Source: an optimization exercise on an open RTL-to-GDS flow (aim: small area, a short achievable clock period and few clock cycles). Production flows keep margins and buffers that such runs may drop.
At most, simulation tests tie the RTL to the original design; equivalence was not proved.
Power is estimated from default activity; no workload was simulated.

==> run a <==
// keyword_tokenizer_unit
module keyword_tokenizer_unit (
  input  logic        clk_i,
  input  logic        rst_ni,
  input  logic        in_valid_i,
  output logic        in_ready_o,
  input  logic [7:0]  char_in_i,
  input  logic        end_of_input_i,
  output logic        out_valid_o,
  input  logic        out_ready_i,
  output logic [4:0]  token_kind_o,
  output logic [31:0] number_value_o,
  output logic [6:0]  text_length_o,
  output logic        is_chunk_o,
  output logic [63:0] text_chunk_o,
  output logic        last_o
);
clock: 7.0 ns
lec_check: 0
abc_clock_period_in_ps: 2500
cap_margin: 20
core_margin: 2
core_utilization: 40
cts_buf_list: sky130_fd_sc_hd__clkbuf_16
cts_cluster_diameter: 60
cts_cluster_size: 24
setup_slack_margin: 4.3
slew_margin: 20
standard.sh (not shown) runs the stock make flow with config.mk's settings and CLKGATE_MAP_FILE= SYNTH_SCRIPT=/design/flow/synth_recipe.tcl, a recipe that flattens the netlist after the stock synthesis.
==> flow/flow/run.sh <==
#!/bin/bash
# Standard layout, with the port buffers made from plain buffers (buf_2) instead of the
# delay cell buffer_ports picks by default. Each tool's output goes to its own log here.
set -euo pipefail
bash standard.sh "BUFFER_PORTS_ARGS=-buffer_cell sky130_fd_sc_hd__buf_2" finish > standard.log 2>&1
==> run b (differences from run a) <==
==> flow/design.v (replaced) <==
package kt_pkg;
  localparam int unsigned KW_COUNT = 14;
  localparam logic [4:0] KIND_END     = 5'd0;
  localparam logic [4:0] KIND_NUMBER  = 5'd11;
  localparam logic [4:0] KIND_SYMBOL  = 5'd12;
  localparam logic [4:0] KIND_KW_BASE = 5'd13;
  typedef struct packed {
    logic       dig;      
    logic       ltr;      
    logic       idc;      
    logic       has_tok;  
    logic [4:0] kind;     
    logic [5:0] code;     
  } cls_t;
  function automatic cls_t classify(input logic [7:0] ch, input logic eoi);
    cls_t c;
    logic ws;
    c      = '0;
    ws     = (ch == 8'd32) || (ch >= 8'd9 && ch <= 8'd13);
    c.dig  = !eoi && (ch >= "0" && ch <= "9");
    c.ltr  = !eoi && ((ch >= "A" && ch <= "Z") || (ch >= "a" && ch <= "z"));
    c.idc  = c.dig || c.ltr || (!eoi && ch == "_");
    c.has_tok = eoi || !(ws || c.dig || c.ltr);
    c.code = {ch[5] & ~c.ltr, ch[4:0]};
    if (!eoi) begin
      case (ch)
        "+":      c.kind = 5'd1;
        "-":      c.kind = 5'd2;
        "^":      c.kind = 5'd3;
        "=":      c.kind = 5'd4;
        "<":      c.kind = 5'd5;
        ">":      c.kind = 5'd6;
        "[", "(": c.kind = 5'd7;
        "]", ")": c.kind = 5'd8;
        ";":      c.kind = 5'd9;
        ":":      c.kind = 5'd10;
        default:  c.kind = KIND_END;
      endcase
    end
    classify = c;
  endfunction
  function automatic logic [3:0] kw_len(input int idx);
    logic [3:0] l;
    case (idx)
      0:       l = 4'd2;
      1:       l = 4'd4;
      2:       l = 4'd5;
      3:       l = 4'd5;
      4:       l = 4'd3;
      5:       l = 4'd9;
      6:       l = 4'd6;
      7:       l = 4'd3;
      8:       l = 4'd3;
      9:       l = 4'd3;
      10:      l = 4'd2;
      11:      l = 4'd7;
      12:      l = 4'd4;
      default: l = 4'd6;
    endcase
    kw_len = l;
  endfunction
  function automatic logic [71:0] kw_text(input int idx);
    logic [71:0] w;
    case (idx)
      0:       w = "IF";
      1:       w = "ELSE";
      2:       w = "WHILE";
      3:       w = "BEGIN";
      4:       w = "END";
      5:       w = "PROCEDURE";
      6:       w = "DEFINE";
      7:       w = "SET";
      8:       w = "AND";
      9:       w = "XOR";
      10:      w = "OR";
      11:      w = "INTEGER";
      12:      w = "CHAR";
      default: w = "RETURN";
    endcase
    kw_text = w;
  endfunction
  function automatic logic [4:0] kw_char(input int idx, input int pos);
    logic [71:0] w;
    w = kw_text(idx);
    kw_char = w[8*(int'(kw_len(idx)) - 1 - pos) +: 5];
  endfunction
endpackage
module kt_ident_mem (
  input  logic        clk_i,
  input  logic        wr_en_i,
  input  logic [5:0]  wr_addr_i,
  input  logic [5:0]  wr_code_i,
  input  logic [7:0]  rd_row_i,     
  input  logic [7:0]  rd_lane_i,    
  output logic [63:0] rd_text_o
);
  logic [5:0] mem_q [64];
  always_ff @(posedge clk_i) begin
    for (int a = 0; a < 64; a++) begin
      if (wr_en_i && wr_addr_i == 6'(a)) begin
        mem_q[a] <= wr_code_i;
      end
    end
  end
  always_comb begin
    rd_text_o = '0;
    for (int l = 0; l < 8; l++) begin
      for (int r = 0; r < 8; r++) begin
        if (rd_row_i[r] && rd_lane_i[l]) begin
          rd_text_o[8*l +: 6] = rd_text_o[8*l +: 6] | mem_q[8*r+l];
        end
      end
      rd_text_o[8*l+6] = rd_lane_i[l] && !rd_text_o[8*l+5];
    end
  end
endmodule
module kt_kw_match (
  input  logic       clk_i,
  input  logic       rst_ni,
  input  logic       upd_i,     
  input  logic       clr_i,     
  input  logic [6:0] pos_i,     
  input  logic       let_i,
  input  logic [4:0] ch_i,      
  output logic       hit_o,
  output logic [4:0] kind_o
);
  logic [kt_pkg::KW_COUNT-1:0] cand_q;
  logic [kt_pkg::KW_COUNT-1:0] ok;
  always_comb begin
    for (int i = 0; i < kt_pkg::KW_COUNT; i++) begin
      ok[i] = 1'b0;
      for (int p = 0; p < int'(kt_pkg::kw_len(i)); p++) begin
        if (pos_i == 7'(p) && ch_i == kt_pkg::kw_char(i, p)) ok[i] = let_i;
      end
    end
  end
  always_ff @(posedge clk_i or negedge rst_ni) begin
    if (!rst_ni) begin
      cand_q <= '1;
    end else if (clr_i) begin
      cand_q <= '1;
    end else if (upd_i) begin
      cand_q <= cand_q & ok;
    end
  end
  always_comb begin
    hit_o  = 1'b0;
    kind_o = '0;
    for (int i = 0; i < kt_pkg::KW_COUNT; i++) begin
      if (cand_q[i] && pos_i == 7'(kt_pkg::kw_len(i))) begin
        hit_o  = 1'b1;
        kind_o = kind_o | (kt_pkg::KIND_KW_BASE + 5'(i));
      end
    end
  end
endmodule
module kt_out_reg (
  input  logic        clk_i,
  input  logic        rst_ni,
  input  logic        load_i,
  input  logic [4:0]  kind_i,
  input  logic        is_num_i,
  input  logic [6:0]  len_i,
  input  logic        is_chunk_i,
  input  logic [7:0]  row_i,
  input  logic [7:0]  lane_i,
  input  logic        last_i,
  output logic        free_o,
  output logic        num_shown_o,   
  output logic        valid_q_o,
  output logic [7:0]  row_o,
  output logic [7:0]  lane_o,
  output logic        is_num_o,
  input  logic        out_ready_i,
  output logic [4:0]  token_kind_o,
  output logic [6:0]  text_length_o,
  output logic        is_chunk_o,
  output logic        last_o
);
  logic        valid_q;
  logic [4:0]  kind_q;
  logic        is_num_q;
  logic [6:0]  len_q;
  logic        is_chunk_q;
  logic [7:0]  row_q, lane_q;
  logic        last_q;
  assign free_o      = !valid_q || out_ready_i;
  assign num_shown_o = valid_q && is_num_q && !out_ready_i;
  always_ff @(posedge clk_i or negedge rst_ni) begin
    if (!rst_ni) begin
      valid_q <= 1'b0;
      row_q   <= '0;
    end else if (free_o) begin
      valid_q <= load_i;
      row_q   <= row_i;
    end
  end
  always_ff @(posedge clk_i) begin
    if (free_o) begin
      kind_q     <= kind_i;
      is_num_q   <= is_num_i;
      len_q      <= len_i;
      is_chunk_q <= is_chunk_i;
      lane_q     <= lane_i;
      last_q     <= last_i;
    end
  end
  assign valid_q_o     = valid_q;
  assign row_o         = row_q;
  assign lane_o        = lane_q;
  assign is_num_o      = is_num_q;
  assign token_kind_o  = kind_q;
  assign text_length_o = len_q;
  assign is_chunk_o    = is_chunk_q;
  assign last_o        = last_q;
endmodule
module keyword_tokenizer_unit (
  input  logic        clk_i,
  input  logic        rst_ni,
  input  logic        in_valid_i,
  output logic        in_ready_o,
  input  logic [7:0]  char_in_i,
  input  logic        end_of_input_i,
  output logic        out_valid_o,
  input  logic        out_ready_i,
  output logic [4:0]  token_kind_o,
  output logic [31:0] number_value_o,
  output logic [6:0]  text_length_o,
  output logic        is_chunk_o,
  output logic [63:0] text_chunk_o,
  output logic        last_o
);
  logic         rdy_q;
  logic         ir_v_q, sk_v_q;
  logic [8:0]   sk_q;           
  kt_pkg::cls_t ir_q;           
  logic [8:0]   ir_src;
  logic         consume;
  logic         in_fire, ir_free, sk_v_d;
  assign ir_src     = sk_v_q ? sk_q : {end_of_input_i, char_in_i};
  assign in_ready_o = rdy_q;
  assign in_fire    = in_valid_i && rdy_q;
  assign ir_free    = !ir_v_q || consume;
  assign sk_v_d     = !ir_free && (sk_v_q || in_fire);
  always_ff @(posedge clk_i or negedge rst_ni) begin
    if (!rst_ni) begin
      rdy_q  <= 1'b1;
      ir_v_q <= 1'b0;
      sk_v_q <= 1'b0;
    end else begin
      rdy_q  <= !sk_v_d;
      ir_v_q <= !ir_free || sk_v_q || in_fire;
      sk_v_q <= sk_v_d;
    end
  end
  always_ff @(posedge clk_i) begin
    if (rdy_q) sk_q <= {end_of_input_i, char_in_i};
    if (ir_free) ir_q <= kt_pkg::classify(ir_src[7:0], ir_src[8]);
  end
  logic        m_num_q, m_id_q;    
  logic [31:0] acc_q;              
  logic [6:0]  len_q;              
  logic [2:0]  base_q;             
  logic [5:0]  wp_q;               
  logic        sq_ch_q;            
  logic [2:0]  sq_row_q;           
  logic [2:0]  sq_lrow_q;          
  logic [2:0]  sq_llane_q;         
  logic        sq_own_q;           
  logic [4:0]  sq_kind_q;
  kt_pkg::cls_t cls;
  assign cls = ir_q;
  logic out_free, num_shown, o_valid, o_is_num, o_is_chunk;
  logic [7:0] o_row, o_lane;
  logic kw_hit;
  logic [4:0] kw_kind;
  logic cont_num, cont_id, cont, pend, need_out, sym;
  logic end_only, start_id, start_num;
  logic sq_idle, can_out;
  logic wr_ok, act, lex_emit, wr_en;
  logic [2:0] wr_row;
  assign cont_num  = m_num_q && cls.dig;
  assign cont_id   = m_id_q && cls.idc && !len_q[6];
  assign cont      = cont_num || cont_id;
  assign pend      = m_num_q || m_id_q;
  assign need_out  = !cont && (pend || cls.has_tok);
  assign sym       = m_id_q && !kw_hit;
  assign end_only  = m_id_q && !cont && cls.ltr;    
  assign start_id  = !m_id_q && cls.ltr;
  assign start_num = !cont && cls.dig;
  assign sq_idle   = !sq_ch_q && !sq_own_q;
  assign can_out   = out_free && sq_idle;
  logic [7:0] blk_q;
  assign wr_row = wp_q[5:3];
  assign wr_ok  = !blk_q[wr_row];
  assign lex_emit = ir_v_q && need_out && can_out;
  assign wr_en    = ir_v_q && ((cont_id && wr_ok) ||
                               (start_id && (need_out ? can_out : wr_ok)));
  always_comb begin
    act = 1'b0;
    if (ir_v_q) begin
      if (cont_num)       act = !num_shown;
      else if (cont_id)   act = wr_ok;
      else if (need_out)  act = can_out;
      else if (start_id)  act = wr_ok;
      else if (start_num) act = !num_shown;
      else                act = 1'b1;
    end
  end
  assign consume = act && !end_only;
  always_ff @(posedge clk_i or negedge rst_ni) begin
    if (!rst_ni) begin
      m_num_q <= 1'b0;
      m_id_q  <= 1'b0;
      len_q   <= '0;
    end else if (act) begin
      if (!cont) begin
        m_num_q <= start_num;
        m_id_q  <= start_id;
      end
      if (wr_en)       len_q <= len_q + 7'd1;
      else if (!cont)  len_q <= '0;
    end
  end
  always_ff @(posedge clk_i) begin
    if (ir_v_q && cls.dig && !cont_id && !num_shown) begin
      acc_q <= m_num_q ? {acc_q[28:0], 3'b000} + {acc_q[30:0], 1'b0} + {28'd0, cls.code[3:0]}
                       : {28'd0, cls.code[3:0]};
    end
  end
  always_ff @(posedge clk_i or negedge rst_ni) begin
    if (!rst_ni) begin
      wp_q   <= '0;
      base_q <= '0;
    end else if (wr_en) begin
      wp_q <= wp_q + 6'd1;
    end else if (act && !cont && m_id_q) begin
      wp_q   <= {sym ? lrow + 3'd1 : base_q, 3'b000};
      if (sym) base_q <= lrow + 3'd1;
    end
  end
  logic       w_v_q;
  logic [5:0] w_addr_q, w_code_q;
  always_ff @(posedge clk_i or negedge rst_ni) begin
    if (!rst_ni) begin
      w_v_q <= 1'b0;
    end else begin
      w_v_q <= wr_en;
    end
  end
  always_ff @(posedge clk_i) begin
    w_addr_q <= wp_q;
    w_code_q <= cls.code;
  end
  logic sq_emit, sq_lastc;
  logic [6:0] len_m1;
  logic [2:0] lrow;
  logic [5:0] wp_m1;
  assign wp_m1 = wp_q - 6'd1;
  assign sq_emit  = out_free && !sq_idle;
  assign sq_lastc = (sq_row_q == sq_lrow_q);
  assign len_m1   = len_q - 7'd1;
  assign lrow     = wp_m1[5:3];
  always_ff @(posedge clk_i or negedge rst_ni) begin
    if (!rst_ni) begin
      sq_ch_q  <= 1'b0;
      sq_own_q <= 1'b0;
    end else if (lex_emit) begin
      sq_ch_q  <= sym;
      sq_own_q <= pend && cls.has_tok;
    end else if (sq_emit) begin
      if (sq_ch_q) sq_ch_q <= !sq_lastc;
      else         sq_own_q <= 1'b0;
    end
  end
  always_ff @(posedge clk_i) begin
    if (lex_emit) begin
      sq_row_q   <= base_q;
      sq_lrow_q  <= lrow;
      sq_llane_q <= len_m1[2:0];
      sq_kind_q  <= cls.kind;
    end else if (sq_emit && sq_ch_q) begin
      sq_row_q <= sq_row_q + 3'd1;
    end
  end
  always_ff @(posedge clk_i or negedge rst_ni) begin
    if (!rst_ni) begin
      blk_q <= '0;
    end else if (lex_emit && sym) begin
      for (int r = 0; r < 8; r++) begin
        blk_q[r] <= 3'(3'(r) - base_q) <= len_m1[5:3];
      end
    end else if (o_valid && o_is_chunk && out_ready_i) begin
      blk_q <= blk_q & ~o_row;
    end
  end
  kt_ident_mem u_mem (
    .clk_i     (clk_i),
    .wr_en_i   (w_v_q),
    .wr_addr_i (w_addr_q),
    .wr_code_i (w_code_q),
    .rd_row_i  (o_row),
    .rd_lane_i (o_lane),
    .rd_text_o (text_chunk_o)
  );
  kt_kw_match u_kw (
    .clk_i  (clk_i),
    .rst_ni (rst_ni),
    .upd_i  (wr_en),
    .clr_i  (act && !cont && m_id_q),
    .pos_i  (len_q),
    .let_i  (cls.ltr),
    .ch_i   (cls.code[4:0]),
    .hit_o  (kw_hit),
    .kind_o (kw_kind)
  );
  logic [4:0]  n_kind;
  logic        n_is_num;
  logic [6:0]  n_len;
  logic        n_is_chunk;
  logic [7:0]  n_row, n_lane;
  logic        n_last;
  always_comb begin
    n_kind     = '0;
    n_is_num   = 1'b0;
    n_len      = '0;
    n_is_chunk = 1'b0;
    n_row      = '0;
    n_lane     = '0;
    n_last     = 1'b1;
    if (sq_idle) begin
      n_last = !sym && !(pend && cls.has_tok);
      if (m_num_q) begin
        n_kind   = kt_pkg::KIND_NUMBER;
        n_is_num = 1'b1;
      end else if (m_id_q) begin
        if (kw_hit) begin
          n_kind = kw_kind;
        end else begin
          n_kind = kt_pkg::KIND_SYMBOL;
          n_len  = len_q;
        end
      end else begin
        n_kind = cls.kind;
      end
    end else if (sq_ch_q) begin
      n_kind     = kt_pkg::KIND_SYMBOL;
      n_is_chunk = 1'b1;
      n_last     = sq_lastc && !sq_own_q;
      n_row      = 8'(1) << sq_row_q;
      n_lane     = '1;
      for (int l = 0; l < 8; l++) begin
        n_lane[l] = !sq_lastc || 3'(l) <= sq_llane_q;
      end
    end else begin
      n_kind = sq_kind_q;
    end
  end
  kt_out_reg u_out (
    .clk_i         (clk_i),
    .rst_ni        (rst_ni),
    .load_i        (lex_emit || sq_emit),
    .kind_i        (n_kind),
    .is_num_i      (n_is_num),
    .len_i         (n_len),
    .is_chunk_i    (n_is_chunk),
    .row_i         (n_row),
    .lane_i        (n_lane),
    .last_i        (n_last),
    .free_o        (out_free),
    .num_shown_o   (num_shown),
    .valid_q_o     (o_valid),
    .row_o         (o_row),
    .lane_o        (o_lane),
    .is_num_o      (o_is_num),
    .out_ready_i   (out_ready_i),
    .token_kind_o  (token_kind_o),
    .text_length_o (text_length_o),
    .is_chunk_o    (o_is_chunk),
    .last_o        (last_o)
  );
  assign out_valid_o    = o_valid;
  assign is_chunk_o     = o_is_chunk;
  assign number_value_o = acc_q & {32{o_is_num}};
endmodule
- CTS_BUF_LIST: sky130_fd_sc_hd__clkbuf_16 -> not set
- CTS_CLUSTER_DIAMETER: 60 -> not set
- CTS_CLUSTER_SIZE: 24 -> not set
- SETUP_SLACK_MARGIN: 4.3 -> 4.0
==> comparison table <==
	run a	run b
Worst reg2reg startpoint	acc_q[10]$_SDFFCE_PN0P_	acc_q[1]$_DFFE_PP_
Routed Wire Length	64.5 mm	66.7 mm
Fin area	0.0300 mm2	0.0297 mm2
Share of synthesized registers carrying an async set or reset	7.04%	10.1%
Setup CP Type	flip-flop to flip-flop	flip-flop to output pin
CP Data Required Time	7470 ps	5600 ps
Clock Power Share	22.5%	20.8%
DRC marker count from the first detailed-route iteration	1825	1205
Placed standard-cell area	0.0271 mm2	0.0256 mm2
Switching share of power	35.7%	38.6%
Aggregate global-route resource usage	19.4%	20.4%
Result of the run	no timing/DRC/antenna violations	no timing/DRC/antenna violations
Via count of the first global-routing pass	16.7k	16.3k
Total number of tap cells	846	782
Testbench counts of run a, summed over its fixed seeds: cycles 24,445.
Function not checked in run b: the RTL went through the layout flow alone.

## separate check: timing with driven ports
How much do the figures lean on ideal ports? The routed layouts below were timed once more, with nothing changed but the port constraints.
Step 1 sets driving cells, clkbuf_16 on the clock port and buf_2 on the other inputs (assumed; they add their load-dependent delay and slew).
Step 2 also shifts input and output timing later by t, the mid clock arrival at the registers, as if the neighbouring blocks saw the same clock.
Slacks: ideal / step 1 / step 2; pairs: ideal / step 1.
run | t, ns | setup WS [ns] | hold WS [ns] | worst setup path at the end | worst register clock-pin slew, ns
run a | 0.644 | 4.003 / 3.961 / 3.775 | 0.421 / 0.421 / 0.421 | input to register | 0.10 / 0.10
run b | 0.670 | 3.476 / 3.418 / 3.415 | 0.443 / 0.443 / 0.443 | input to register | 0.07 / 0.07
After both steps every run listed still meets setup and hold. For run a, which loses most, drivers alone change the setup slack by -0.042 ns; drivers and shift together by -0.228 ns.
